Context: an optimization exercise on an open-source flow, tuned for small area and a short achievable clock period. The choices shown serve that exercise and are no tape-out recipe. Only simulation tests tie the RTL to the original design; equivalence was not proved. Power is estimated from default activity; no workload was simulated.

// mem_access_unit
module mem_access_unit #(
    parameter int unsigned ADDR_W   = 16,
    parameter int unsigned DATA_W   = 16,
    parameter int unsigned DEPTH    = 256,
    parameter int unsigned WAIT_CYC = 2
) (
    input  logic              clk,
    input  logic              reset,
    input  logic [ADDR_W-1:0] addr,
    input  logic [DATA_W-1:0] wdata,
    input  logic              rd_req,
    input  logic              wr_req,
    output logic [DATA_W-1:0] rdata,
    output logic              busy,
    output logic              done,
    output logic              err
);
Size in the first run: ~8000 cells after synthesis, ~4300 flip-flops, ~55 I/O pins, about 150000 µm² of cells after synthesis.
Settings: LEC_CHECK=0, ABC_CLOCK_PERIOD_IN_PS=2500, CAP_MARGIN=20, CORE_MARGIN=2, CORE_UTILIZATION=60, CTS_CLUSTER_DIAMETER=100, CTS_CLUSTER_SIZE=25, SETUP_SLACK_MARGIN=2.0, SLEW_MARGIN=20; clock period 4.5 ns.
run.sh (not shown) runs the stock make flow with config.mk's settings and CLKGATE_MAP_FILE= SYNTH_SCRIPT=/design/flow/synth_recipe.tcl, a recipe that flattens the netlist after the stock synthesis.
Change:
--- a/flow/config.mk
+++ b/flow/config.mk
@@ -7,3 +7,2 @@
 export LEC_CHECK = 0
-export ABC_CLOCK_PERIOD_IN_PS = 2500
 export CAP_MARGIN = 20
@@ -13,3 +12,3 @@
 export CTS_CLUSTER_SIZE = 25
-export SETUP_SLACK_MARGIN = 2.0
+export SETUP_SLACK_MARGIN = 2.4
 export SLEW_MARGIN = 20
After rerunning: Global-route usage grows by 1.1 points; routed wire length grows by a few percent; worst setup slack is better by 240 ps; power grows slightly.

========
## zinc
mem_access_unit, a different RTL version from the one above (not shown whole).
Size in the first run: roughly 8000 cells after synthesis, about 4300 flip-flops, ~55 I/O pins, ~150000 sq um of cells after synthesis.
export LEC_CHECK = 0
export CAP_MARGIN = 20
export CORE_MARGIN = 2
export CORE_UTILIZATION = 65
export CTS_CLUSTER_DIAMETER = 100
export CTS_CLUSTER_SIZE = 25
export SETUP_SLACK_MARGIN = 2.3
export SLEW_MARGIN = 20
export CTS_ARGS = -sink_clustering_enable -repair_clock_nets -sink_clustering_size 25 -sink_clustering_max_diameter 100 -dont_use_dummy_load
create_clock -name core_clock -period 4.5 [get_ports {clk}]
standard.sh (not shown) runs the stock make flow with config.mk's settings and CLKGATE_MAP_FILE= SYNTH_SCRIPT=/design/flow/synth_recipe.tcl, a recipe that flattens the netlist after the stock synthesis.
==> flow/flow/run.sh <==
#!/bin/bash
set -euo pipefail
cat >> config.mk <<'EOC'
export CTS_ARGS = -sink_clustering_enable -repair_clock_nets -sink_clustering_size 25 -sink_clustering_max_diameter 100 -dont_use_dummy_load
EOC
bash standard.sh > standard.log 2>&1
Input-level comparison between garnet and zinc:
Settings: CORE_UTILIZATION: 65 -> 70.
### Flow results
- garnet: all stages complete, timing, DRC and antenna checks passed
- Detailed route wirelength on metal3 (lower): zinc
- Number of instances resized during post-cts repair (higher): zinc
- [garnet vs zinc] met3 usage: higher in garnet
- Diff zinc -> garnet: final period utilization moved down; fraction of final layout cells sized beyond drive strength 1 moved down.
- Diff zinc..garnet | instance area after placement | negligible
- Going from zinc to garnet, final weighted congestion of routability-driven global placement shrinks by 2.3%.
- Compared with zinc, garnet shows a setup slack after placement that is 0.079 ns lower.
- garnet vs zinc — non-clock buffer count dropped 58.
- Against zinc, post-layout total power in garnet came out better.
- Route | garnet vs zinc | wire shorter in garnet
Input changes introduced in amber (baseline for comparison: garnet):
Settings: a deleted CTS_ARGS that had been -sink_clustering_enable -repair_clock_nets -sink_clustering_size 25 -sink_clustering_max_diameter 100 -dont_use_dummy_load; a change of SETUP_SLACK_MARGIN from 2.3 to 2.4.
==> flow/run.sh (new file) <==
#!/bin/bash
# synth_recipe.tcl (not shown) runs the flow's synth.tcl, then flattens the netlist and writes it again
# the make line also repeats each setting of config.mk as NAME=value (left out here)
make -C /OpenROAD-flow-scripts/flow DESIGN_CONFIG=/design/flow/config.mk WORK_HOME=/design/flow/orfs CLKGATE_MAP_FILE= SYNTH_SCRIPT=/design/flow/synth_recipe.tcl finish
removed: flow/flow/run.sh
removed: flow/standard.sh
### Flow results
Sort garnet and amber by clock group total power, descending, and amber comes first.
Shortest period the worst path allows on amber is behind garnet.
amber ended up with a higher power density normalized to cell area than garnet did.
In terms of fraction of power consumed by combinational cells, amber and garnet differ only marginally.
Higher routed wire length was reported by amber, not garnet.
amber vs. garnet: total power went up by about 2%, diode insertion count for antenna repair went down by about 6%, final hold slack was more or less identical.

========
maple:
The RTL this note starts from:
==> flow/design.v <==
module mem_access_unit #(
    parameter int unsigned ADDR_W   = 16,
    parameter int unsigned DATA_W   = 16,
    parameter int unsigned DEPTH    = 256,
    parameter int unsigned WAIT_CYC = 2
) (
    input  logic              clk,
    input  logic              reset,
    input  logic [ADDR_W-1:0] addr,
    input  logic [DATA_W-1:0] wdata,
    input  logic              rd_req,
    input  logic              wr_req,
    output logic [DATA_W-1:0] rdata,
    output logic              busy,
    output logic              done,
    output logic              err
);
    localparam int unsigned AW = $clog2(DEPTH);    
    localparam int unsigned HW = AW / 2;           
    localparam int unsigned NG = 1 << HW;          
    logic              w1, w2, w3;
    logic              idle;
    logic              accept;
    logic [AW-1:0]     idx;
    logic [DATA_W-1:0] wd;
    logic              op_wr;
    logic              oor;
    logic              oor_next;
    assign oor_next = |(addr >> AW);
    logic idle_q;
    assign idle   = idle_q;
    assign accept = idle && (rd_req || wr_req);
    always_ff @(posedge clk) begin
        if (reset) begin
            idle_q <= 1'b1;
            w1     <= 1'b0;
            w2     <= 1'b0;
            w3     <= 1'b0;
            busy   <= 1'b0;
            done   <= 1'b0;
            err    <= 1'b0;
        end else begin
            idle_q <= idle_q ? !(rd_req || wr_req) : !(w1 || w2 || w3);
            w1   <= accept;
            w2   <= w1;
            w3   <= w2;
            busy <= accept || w1 || w2;
            done <= w3;
            err  <= w3 && oor;
        end
    end
    always_ff @(posedge clk) begin
        if (idle) begin
            idx   <= addr[AW-1:0];
            wd    <= wdata;
            op_wr <= wr_req;
            oor   <= oor_next;
        end
    end
    logic [NG-1:0] hi_sel;    
    logic [NG-1:0] lo_sel [4];  
    logic [NG-1:0] lo_wr;     
    logic          wr_fire;
    assign wr_fire = w3 && op_wr && !oor && !reset;
    always_ff @(posedge clk) begin
        for (int g = 0; g < NG; g++) begin
            hi_sel[g] <= !oor && (idx[AW-1:HW] == HW'(g));
            for (int c = 0; c < 4; c++) lo_sel[c][g] <= (idx[HW-1:0] == HW'(g)) && (idx[AW-1:AW-2] == 2'(c));
            lo_wr[g]  <= wr_fire && (idx[HW-1:0] == HW'(g));
        end
    end
    logic [DATA_W-1:0] word_or [NG];
    for (genvar h = 0; h < NG; h++) begin : g_hi
        logic [DATA_W-1:0] grp_or;
        logic [DATA_W-1:0] terms [NG];
        for (genvar l = 0; l < NG; l++) begin : g_lo
            logic [DATA_W-1:0] q;
            always_ff @(posedge clk) begin
                if (hi_sel[h] && lo_wr[l]) begin
                    q <= wd;
                end
            end
            assign terms[l] = q & {DATA_W{lo_sel[h / 4][l]}};
        end
        always_comb begin
            grp_or = '0;
            for (int l = 0; l < NG; l++) grp_or = grp_or | terms[l];
        end
        assign word_or[h] = grp_or & {DATA_W{hi_sel[h]}};
    end
    localparam int unsigned NP = 4;
    logic [DATA_W-1:0] part_d [NP];
    logic [DATA_W-1:0] part [NP];
    always_comb begin
        for (int p = 0; p < NP; p++) begin
            part_d[p] = '0;
            for (int h = p * (NG / NP); h < (p + 1) * (NG / NP); h++) part_d[p] = part_d[p] | word_or[h];
        end
    end
    always_ff @(posedge clk) begin
        for (int p = 0; p < NP; p++) part[p] <= part_d[p];
    end
    logic [DATA_W-1:0] rd_word;
    always_comb begin
        rd_word = '0;
        for (int p = 0; p < NP; p++) rd_word = rd_word | part[p];
    end
    always_ff @(posedge clk) begin
        if (reset) begin
            rdata <= '0;
        end else if (w3 && !op_wr) begin
            rdata <= rd_word;
        end
    end
endmodule
Settings: LEC_CHECK=0, CAP_MARGIN=20, CORE_MARGIN=2, CORE_UTILIZATION=70, CTS_CLUSTER_DIAMETER=100, CTS_CLUSTER_SIZE=25, SETUP_SLACK_MARGIN=2.4, SLEW_MARGIN=20, CTS_ARGS=-sink_clustering_enable -repair_clock_nets -sink_clustering_size 25 -sink_clustering_max_diameter 100 -dont_use_dummy_load; clock period 4.5 ns.
==> flow/flow/run.sh <==
#!/bin/bash
set -euo pipefail
cat >> config.mk <<'EOC'
export CTS_ARGS = -sink_clustering_enable -repair_clock_nets -sink_clustering_size 25 -sink_clustering_max_diameter 100 -dont_use_dummy_load
EOC
bash standard.sh > standard.log 2>&1
The following lists how tundra was set up differently from maple:
Settings: TNS_END_PERCENT newly set to 20.
[summary]
Of tundra and maple, it is tundra that has the higher post-route fraction of the period consumed by the critical path. The lower sequential share of layout area of tundra and maple is in maple. Final-layout fill cell count, tundra and maple: larger value in tundra. The more densely filled core belongs to maple, not tundra.

[re-timing with driven ports]
The flow's constraints put no driver on any port. The routed layouts listed below were extracted and timed again, unchanged, in two steps.
Step 1 (the two cells are an assumption about what drives the block):
set clk [get_ports {clk}]
set_driving_cell -lib_cell sky130_fd_sc_hd__clkbuf_16 $clk
set_driving_cell -lib_cell sky130_fd_sc_hd__buf_2 [delete_from_list [all_inputs] $clk]
Step 2, shift: input delay + t, output delay - t, t = (earliest + latest rising clock arrival at the registers) / 2. This alone moves slack from input paths to output paths.
Three values: no drivers, after step 1, after step 2; two values: the first two.
run | t, ns | setup WS [ns] | latest minus earliest clock arrival (ns)
the first run of note 1 | 0.964 | 1.936 / 1.936 / 1.841 | 0.040 / 0.040
the second run of note 1 | 0.964 | 2.171 / 2.077 / 1.869 | 0.039 / 0.039
zinc | 0.969 | 2.185 / 2.131 / 1.766 | 0.059 / 0.058
garnet | 0.953 | 2.200 / 2.112 / 1.935 | 0.057 / 0.058
amber | 0.965 | 2.185 / 2.095 / 1.912 | 0.045 / 0.046
maple | 0.952 | 2.196 / 2.106 / 1.885 | 0.063 / 0.063
tundra | 0.955 | 2.132 / 2.106 / 1.930 | 0.062 / 0.061
After both steps every run listed still meets setup and hold. For zinc, which loses most, drivers alone change the setup slack by -0.054 ns; drivers and shift together by -0.419 ns.
